This is an optimization exercise on Yosys and OpenROAD, whose aim is small area, a short achievable clock period and few clock cycles per item, not a production implementation.
In this exercise RTL edits were held to simulation tests only and were not proved equivalent to the original.
Power is estimated from default activity; no workload was simulated.

<file path="config.mk">
export PLATFORM = sky130hd
export DESIGN_NAME = alu_top
export DESIGN_NICKNAME = alu_top
export VERILOG_FILES = /design/flow/design.v
export SDC_FILE = /design/flow/constraint.sdc
export NUM_CORES = 4
export LEC_CHECK = 0
export CAP_MARGIN = 20
export CORE_MARGIN = 2
export CORE_UTILIZATION = 40
export SLEW_MARGIN = 20
</file>
<file path="constraint.sdc">
create_clock -name core_clock -period 11.0 [get_ports {clk}]
set_input_delay 2.2000 -clock core_clock [delete_from_list [all_inputs] [get_ports {clk}]]
set_output_delay 2.2000 -clock core_clock [all_outputs]
set_load 0.01 [all_outputs]
</file>
<file path="design.v">
package alu_pkg;
    localparam int opcode_width = 6;   
    localparam int xlen_default = 32;  
    localparam int mul_lanes    = 8;   
    localparam int mul_steps    = xlen_default / mul_lanes;  
    typedef enum logic [opcode_width-1:0] {
        alu_add    = 6'd0,
        alu_sub    = 6'd1,
        alu_slt    = 6'd2,
        alu_sltu   = 6'd3,
        alu_xor    = 6'd4,
        alu_or     = 6'd5,
        alu_and    = 6'd6,
        alu_sll    = 6'd7,
        alu_srl    = 6'd8,
        alu_sra    = 6'd9,
        alu_mul    = 6'd10,
        alu_mulh   = 6'd11,
        alu_mulhsu = 6'd12,
        alu_mulhu  = 6'd13,
        alu_div    = 6'd14,
        alu_divu   = 6'd15,
        alu_rem    = 6'd16,
        alu_remu   = 6'd17,
        alu_lui    = 6'd18
    } alu_op_e;
    typedef enum logic [1:0] {
        mul_idle,        
        mul_accumulate,  
        mul_reduce,      
        mul_done         
    } mul_phase_e;
    typedef enum logic [1:0] {
        div_idle,
        div_iterate,  
        div_done
    } div_phase_e;
    function automatic logic is_mul_op(alu_op_e op);
        is_mul_op = (op >= 6'd10) && (op <= 6'd13);  
    endfunction
    function automatic logic is_div_op(alu_op_e op);
        is_div_op = (op >= 6'd14) && (op <= 6'd17);  
    endfunction
endpackage
`timescale 1ns/1ps
module int_alu #(
    parameter int xlen = alu_pkg::xlen_default
) (
    input  alu_pkg::alu_op_e  alucode,
    input  logic [xlen-1:0]   a,
    input  logic [xlen-1:0]   b,
    output logic [xlen-1:0]   result
);
    localparam int shamt_w = $clog2(xlen);  
    logic [shamt_w-1:0] shamt;
    logic [xlen-1:0]    sum;
    logic [xlen-1:0]    addend;
    assign shamt = b[shamt_w-1:0];  
    assign addend = (alucode == alu_pkg::alu_sub) ? (~b + 1'b1) : b;
    assign sum    = a + addend;
    always_comb begin
        case (alucode)
            alu_pkg::alu_add,
            alu_pkg::alu_sub:  result = sum;
            alu_pkg::alu_slt: begin
                result = ($signed(a) < $signed(b)) ? xlen'(1) : '0;
            end
            alu_pkg::alu_sltu: begin
                result = (a < b) ? xlen'(1) : '0;
            end
            alu_pkg::alu_xor:  result = a ^ b;
            alu_pkg::alu_or:   result = a | b;
            alu_pkg::alu_and:  result = a & b;
            alu_pkg::alu_sll:  result = a << shamt;
            alu_pkg::alu_srl:  result = a >> shamt;
            alu_pkg::alu_sra:  result = $signed(a) >>> shamt;  
            alu_pkg::alu_lui:  result = b;  
            default:           result = '0;  
        endcase
    end
endmodule
`timescale 1ns/1ps
module multiplier #(
    parameter int xlen = alu_pkg::xlen_default
) (
    input  logic              clk,
    input  logic              reset,
    input  logic              valid,
    input  alu_pkg::alu_op_e  alucode,
    input  logic [xlen-1:0]   a,
    input  logic [xlen-1:0]   b,
    output logic [xlen-1:0]   result,
    output logic              busy
);
    localparam int step_w        = $clog2(alu_pkg::mul_steps);
    localparam int reduce_rounds = $clog2(alu_pkg::mul_lanes);  
    localparam int busy_len      = 1 + alu_pkg::mul_steps + reduce_rounds;  
    alu_pkg::mul_phase_e phase;
    logic [step_w-1:0]   step;  
    logic [xlen-1:0]     op_a;    
    logic [xlen-1:0]     op_b;
    logic                negate;  
    logic [2*xlen-1:0]   lane [alu_pkg::mul_lanes];
    logic [2*xlen-1:0]   pp   [alu_pkg::mul_lanes];
    logic [2*xlen-1:0]   product;
    logic                req;
    assign req  = valid & alu_pkg::is_mul_op(alucode);
    assign busy = req & (phase != alu_pkg::mul_done);
    for (genvar k = 0; k < alu_pkg::mul_lanes; k++) begin : g_pp
        assign pp[k] = op_b[step * alu_pkg::mul_lanes + k]
                     ? ({{xlen{1'b0}}, op_a} << (step * alu_pkg::mul_lanes + k))
                     : '0;
    end
    always_ff @(posedge clk or negedge reset) begin
        if (!reset) begin
            phase <= alu_pkg::mul_idle;
            step  <= '0;
        end else if (req) begin  
            case (phase)
                alu_pkg::mul_idle: begin
                    phase <= alu_pkg::mul_accumulate;
                    step  <= '0;
                end
                alu_pkg::mul_accumulate: begin
                    if (step == step_w'(alu_pkg::mul_steps - 1)) begin
                        phase <= alu_pkg::mul_reduce;
                        step  <= '0;
                    end else begin
                        step <= step + 1'b1;
                    end
                end
                alu_pkg::mul_reduce: begin
                    if (step == step_w'(reduce_rounds - 1))
                        phase <= alu_pkg::mul_done;
                    else
                        step <= step + 1'b1;
                end
                default: phase <= alu_pkg::mul_idle;  
            endcase
        end
    end
    always_ff @(posedge clk) begin
        if (req) begin
            case (phase)
                alu_pkg::mul_idle: begin
                    for (int i = 0; i < alu_pkg::mul_lanes; i++)
                        lane[i] <= '0;
                    case (alucode)
                        alu_pkg::alu_mulh: begin
                            op_a   <= a[xlen-1] ? -a : a;
                            op_b   <= b[xlen-1] ? -b : b;
                            negate <= a[xlen-1] ^ b[xlen-1];
                        end
                        alu_pkg::alu_mulhsu: begin  
                            op_a   <= a[xlen-1] ? -a : a;
                            op_b   <= b;
                            negate <= a[xlen-1];
                        end
                        default: begin  
                            op_a   <= a;
                            op_b   <= b;
                            negate <= 1'b0;
                        end
                    endcase
                end
                alu_pkg::mul_accumulate: begin
                    for (int i = 0; i < alu_pkg::mul_lanes; i++)
                        lane[i] <= lane[i] + pp[i];
                end
                alu_pkg::mul_reduce: begin
                    for (int i = 0; i < alu_pkg::mul_lanes / 2; i++)
                        lane[i] <= lane[2*i] + lane[2*i+1];
                end
                default: ;
            endcase
        end
    end
    assign product = negate ? -lane[0] : lane[0];
    assign result  = (alucode == alu_pkg::alu_mul) ? product[xlen-1:0]
                                                   : product[2*xlen-1:xlen];
endmodule
`timescale 1ns/1ps
module divider #(
    parameter int xlen = alu_pkg::xlen_default
) (
    input  logic              clk,
    input  logic              reset,
    input  logic              valid,
    input  alu_pkg::alu_op_e  alucode,
    input  logic [xlen-1:0]   a,
    input  logic [xlen-1:0]   b,
    output logic [xlen-1:0]   result,
    output logic              busy
);
    localparam int cnt_w = $clog2(xlen);
    alu_pkg::div_phase_e phase;
    logic [cnt_w-1:0]    count;  
    logic [xlen-1:0]     rem;   
    logic [xlen-1:0]     dvsr;  
    logic [xlen-1:0]     quo;
    logic                neg_q;
    logic                neg_r;  
    logic [2*xlen-1:0]   diff;
    logic                q_bit;
    logic                req;
    logic                signed_op;
    logic                is_quot;  
    logic                div_zero;
    logic                overflow;
    logic                exc;
    assign req       = valid & alu_pkg::is_div_op(alucode);
    assign signed_op = (alucode == alu_pkg::alu_div) || (alucode == alu_pkg::alu_rem);
    assign is_quot   = (alucode == alu_pkg::alu_div) || (alucode == alu_pkg::alu_divu);
    assign div_zero = (b == '0);
    assign overflow = signed_op & (a == {1'b1, {(xlen-1){1'b0}}}) & (b == '1);
    assign exc      = div_zero | overflow;
    assign busy = req & ~exc & (phase != alu_pkg::div_done);
    assign diff  = {{xlen{1'b0}}, rem} - ({{xlen{1'b0}}, dvsr} << count);
    assign q_bit = ~diff[2*xlen-1];
    always_ff @(posedge clk or negedge reset) begin
        if (!reset) begin
            phase <= alu_pkg::div_idle;
            count <= '0;
        end else if (req) begin
            case (phase)
                alu_pkg::div_idle: begin
                    if (!exc) begin  
                        phase <= alu_pkg::div_iterate;
                        count <= cnt_w'(xlen - 1);
                    end
                end
                alu_pkg::div_iterate: begin
                    if (count == '0)
                        phase <= alu_pkg::div_done;
                    else
                        count <= count - 1'b1;
                end
                default: phase <= alu_pkg::div_idle;  
            endcase
        end
    end
    always_ff @(posedge clk) begin
        if (req) begin
            case (phase)
                alu_pkg::div_idle: begin
                    rem   <= (signed_op & a[xlen-1]) ? -a : a;
                    dvsr  <= (signed_op & b[xlen-1]) ? -b : b;
                    neg_q <= signed_op & (a[xlen-1] ^ b[xlen-1]);
                    neg_r <= signed_op & a[xlen-1];
                    quo   <= '0;
                end
                alu_pkg::div_iterate: begin
                    if (q_bit)
                        rem <= diff[xlen-1:0];
                    quo[count] <= q_bit;
                end
                default: ;
            endcase
        end
    end
    always_comb begin
        if (div_zero)
            result = is_quot ? '1 : a;  
        else if (overflow)
            result = is_quot ? {1'b1, {(xlen-1){1'b0}}} : '0;
        else if (is_quot)
            result = neg_q ? -quo : quo;
        else
            result = neg_r ? -rem : rem;
    end
endmodule
`timescale 1ns/1ps
module alu_top #(
    parameter int xlen = alu_pkg::xlen_default
) (
    input  logic              clk,
    input  logic              reset,
    input  logic              valid,
    input  alu_pkg::alu_op_e  alucode,
    input  logic [xlen-1:0]   a,
    input  logic [xlen-1:0]   b,
    output logic [xlen-1:0]   result,
    output logic              busy
);
    logic [xlen-1:0] alu_result;  
    logic [xlen-1:0] mul_result;
    logic [xlen-1:0] div_result;
    logic            mul_busy;
    logic            div_busy;
    int_alu #(
        .xlen    (xlen)
    ) u_int_alu (
        .alucode (alucode),
        .a       (a),
        .b       (b),
        .result  (alu_result)
    );
    multiplier #(
        .xlen    (xlen)
    ) u_multiplier (
        .clk     (clk),
        .reset   (reset),
        .valid   (valid),
        .alucode (alucode),
        .a       (a),
        .b       (b),
        .result  (mul_result),
        .busy    (mul_busy)
    );
    divider #(
        .xlen    (xlen)
    ) u_divider (
        .clk     (clk),
        .reset   (reset),
        .valid   (valid),
        .alucode (alucode),
        .a       (a),
        .b       (b),
        .result  (div_result),
        .busy    (div_busy)
    );
    assign busy = mul_busy | div_busy;
    assign result = alu_pkg::is_mul_op(alucode) ? mul_result
                  : alu_pkg::is_div_op(alucode) ? div_result
                  : alu_result;
endmodule
</file>
<file path="run.sh">
#!/bin/bash
# synth_recipe.tcl (not shown) runs the flow's synth.tcl, then flattens the netlist and writes it again
# the make line also repeats each setting of config.mk as NAME=value (left out here)
make -C /OpenROAD-flow-scripts/flow DESIGN_CONFIG=/design/flow/config.mk WORK_HOME=/design/flow/orfs CLKGATE_MAP_FILE= SYNTH_SCRIPT=/design/flow/synth_recipe.tcl finish
</file>
==> notes.md <==
placed cells by master (no fill, tap or decap), types with 269 or more instances in the layout:
cell type	synthesis	layout
o21ai_0	595	590
nand2_1	850	848
a21oi_1	814	811
xor2_1	315	315
ha_1	814	812
edfxtp_1	653	653
inv_1	272	269
xnor2_1	544	544
nor2_1	1294	1288
a21o_1	412	412
path summary, 6_finish.rpt:
check                                                          to  slack (ps)
setup / recovery                                       result[31]         330
hold / removal                  u_multiplier.lane[1][0]$_DFFE_PP_         590
setup reg to reg           u_multiplier.lane[4][52]$_SDFFCE_PN0P_        3460
hold reg to reg                 u_multiplier.lane[1][0]$_DFFE_PP_         590
max in group asynchronous        u_multiplier.step[1]$_DFFE_PN0P_        8690
min in group asynchronous          u_divider.count[3]$_DFFE_PN0P_        1850
power groups by stage:
| stage | sequential [mW] | combinational (mW) | clock, mW |
|---|---|---|---|
| global placement | 3.24 | 7.84 | 0 |
| global route | 3.20 | 8.82 | 3.24 |
| detailed placement | 3.24 | 7.91 | 0 |
| floorplan | 3.21 | 5.51 | 0 |
| CTS | 3.19 | 7.96 | 3.15 |
| finish | 3.19 | 8.16 | 3.10 |
registers in the layout (all words and copies together) (netlist names):
signal / cells
u_multiplier.lane: 490
u_divider.dvsr: 32
u_divider.quo: 32
u_divider.rem: 32
u_multiplier.op_a: 32
u_multiplier.op_b: 32
u_divider.count: 5
u_divider.phase: 2
u_multiplier.phase: 2
u_multiplier.step: 2
u_divider.neg_q: 1
u_divider.neg_r: 1
u_multiplier.negate: 1
stage by stage:
stage	util (%)	area (sq um)
floorplan	-	80400
global placement	42.6	85000
detailed placement	42.6	85000
CTS	44.1	88000
global route	44.1	88100
finish	44.1	88100
final cells by class:
cell class / instances / area (sq um) / area share [%]
Multi-Input combinational cell: 8495 / 57700 / 65.5
Sequential cell: 664 / 19900 / 22.6
Tap cell: 2656 / 3320 / 3.77
Timing Repair Buffer: 374 / 3110 / 3.52
Clock buffer: 116 / 2390 / 2.71
Inverter: 285 / 1080 / 1.22
Clock inverter: 56 / 598 / 0.679
Antenna cell: 10 / 25.0 / 0.0284
worst register-to-register path: stages (launching register included):
cell and delay, ps:
dfrtp_2 620, buf_4 510, inv_1 460, o21ai_4 250, buf_4 580, nor2_1 190, ha_1 250, inv_1 90
fa_1 190, nor2b_1 70, o31a_1 280, o211ai_1 290, a31oi_1 210, o221ai_1 480, o21ai_0 470, a221oi_1 1060
a21oi_1 290, o41ai_1 580, o21ai_0 220, mux2i_1 160
logic make-up (layout without fill, tap and decap cells):
group | Yosys count | in the layout | share of synthesized area, %
flops | 664 | 664 | 24.8
compound gates | 3225 | 3225 | 26.4
xor+xnor | 859 | 859 | 9.37
simple gates | 3335 | 3335 | 19.1
mux | 248 | 248 | 3.75
fa+ha+maj | 825 | 825 | 13.0
other cells | 1 | 13 | 0.00467
buf+inv | 793 | 831 | 3.73
repair_timing:
action	4_1_cts	5_1_grt
setup endpoints to repair	0	2
buffers inserted	0	0
resized for setup	0	3
routing by layer:
layer,vias up,part of all wire [%]
met4,12,3.7
met2,3982,40
li1,37000,-
met3,584,11
met5,-,0.025
met1,39200,46
==> metrics.md <==
| Metric | Value |
|---|---|
| CTS Buf Count | 92 |
| Levels on crit path | 25 |
| Final net count | 10,800 |
| Sequential area share after synthesis | 24.8% |
| First-pass GRT wire length | 510 mm |
| Placed cells | 12,500 |
| P_leak | 36.2 nW |
| H-tree depth | 3 |
| Switch share | 46.8% |
| Skew final | 36.9 ps |
| Layout cells sized above 1 | 6.30% |
| Fin Setup TNS | 0 ps |
| Post-synth EDFFs | 653 |
| CTS tree | built |
| Post-route ant nets | 0 |
| Int Power | 7.70 mW |
| Die X | 452 um |
| Post-synthesis cell area | 80,300 sq um |
| Syn avg cell area | 8.07 sq um |
| Grt total ovfl | 0 |
| Biggest cell delay along the critical path | 530 ps |
| Reg2reg start | u_multiplier.step[0]$_DFFE_PN0P_ |
| CP delay by family, top | simple AND/OR/NAND/NOR gates |
| R2R cell count | 19 |
| Max Clk Rate | 0.0937 GHz |
| DRT Pass-1 Iters | 8 |
| GR Layer Usage met3 | 9.33% |
| DR WL/cell | 28.2 um |
| Max_slew headroom | 12.5% |
| Final Setup Violations | 0 |
| Main synth FF type | edfxtp_1 |
| Placed wire-length estimate | 281 mm |
| Met2 usage in global routing | 46.6% |
| Die Footprint | 204,000 sq um |
| Starting Density | 40.2% |
| Min cycle time layout | 10,670 ps |
| Clock share of power | 21.5% |
| CTS clock-pin slew for the worst setup and hold paths | 60 ps |
| Initial antenna violation count | 36 |
| Worst Tran Pin Value | 1300 ps |
| Top-count cell post-synth | nor2_1 |
| Port Buf Inserts | 105 |
| Tot GR Track Use | 33.4% |
| Buf+Inv Stages, Crit Path | 5 |
| VDD IR max | 0.180 mV |
| Fin worst setup slack | 330 ps |
| Clock latency (worst-skew pair) | 760 ps |
| Logic pwr share | 56.5% |
| Yosys top cell by area | edfxtp_1 |
| Post-synth top cells | nor2_1, nand2_1, a21oi_1, ha_1, edfxtp_1 |
| # IOs | 106 |
| Yosys warns | 6 |
| Yosys cell types | 99 |
| # hold bufs at CTS | 0 |
| Die height | 452 um |
| Clock sink count | 664 |
| Status | finished clean |
| Data arrival, critical path | 8470 ps |
| Cell area power density | 164 nW/um^2 |
| Max-cap violations | 0 |
| Post-synth top area share | 24.4% |
| Area delta synth->final | 9.70% |
| Drt drc | 0 |
| Routability cong. | 1.11 |
| Fin cells | 12,700 |
| Yosys reg bits | 664 |
| Final Cycle Share | 97.0% |
| Fillers | 19,900 |
| Type of origin of the critical path | primary input |
| Met1 global-route usage | 49.0% |
| Critical Path Start | b[1] |
| Cells on Worst Hold Path | 1 |
| Seq pwr share | 22.1% |
| Total Power | 14.5 mW |
| Vias per std cell | 6.38 |
| WL final | 357 mm |
| Fin. Hold Viols | 0 |
| Pre-CTS worst setup slack | 132 ps |
| DRT iter0 DRCs | 10,800 |
| Req. time, crit path | 8800 ps |
| Post-synth ARST share | 1.66% |
| Critical-path top delay cell | clkdlybuf4s50_1 |
| Crit path capture type | output port |
| Pin count of the biggest net entering global routing | 149 |
| Psw | 6.76 mW |
| Root buf cell | clkbuf_16 |
| Vias in the first global route | 73,200 |
| Vias | 80,700 |
| HP Start | u_multiplier.lane[1][0]$_DFFE_PP_ |
| CP Max Fanout | 6 |
| Core Area | 200,000 sq um |
| GR peak layer | met1 |
| CTS Buffer Depth | 3 |
| RSZ-0062 raised after global routing | false |
| Rows | 164 |
| Synth top area cells | edfxtp_1, ha_1, nor2_1 |
| Hold Crit Class | register to register |
| Crit Path Category | primary input to output port |
| Final Slew Violations | 0 |
| Mapped Cells | 9,950 |
| Final Hold Slack | 588 ps |
Testbench counts, summed over its fixed seeds: cycles 238,108, ops 24,000.

## afterwards: timing with drivers on the ports
Ports are ideal in the flow. The routed layout listed here was re-timed in OpenROAD.
Step 1 assumes that a clkbuf_16 drives the clock port and a buf_2 every other input.
Step 2 adds t to the input delays and takes it off the output delays; t is the mean of the earliest and latest rising clock arrival at the registers after step 1. Input paths then give back, and output paths get back, about the clock's delay inside the block.
Three values: ideal, step 1, step 2; two values: the first two.
t (ns): 0.830
setup slack, ns: 0.330 / 0.304 / 0.304
latest minus earliest clock arrival (ns): 0.038 / 0.038
After both steps this run still meets setup and hold. The setup slack of this run moves by -0.026 ns with the drivers and by -0.026 ns with both steps.
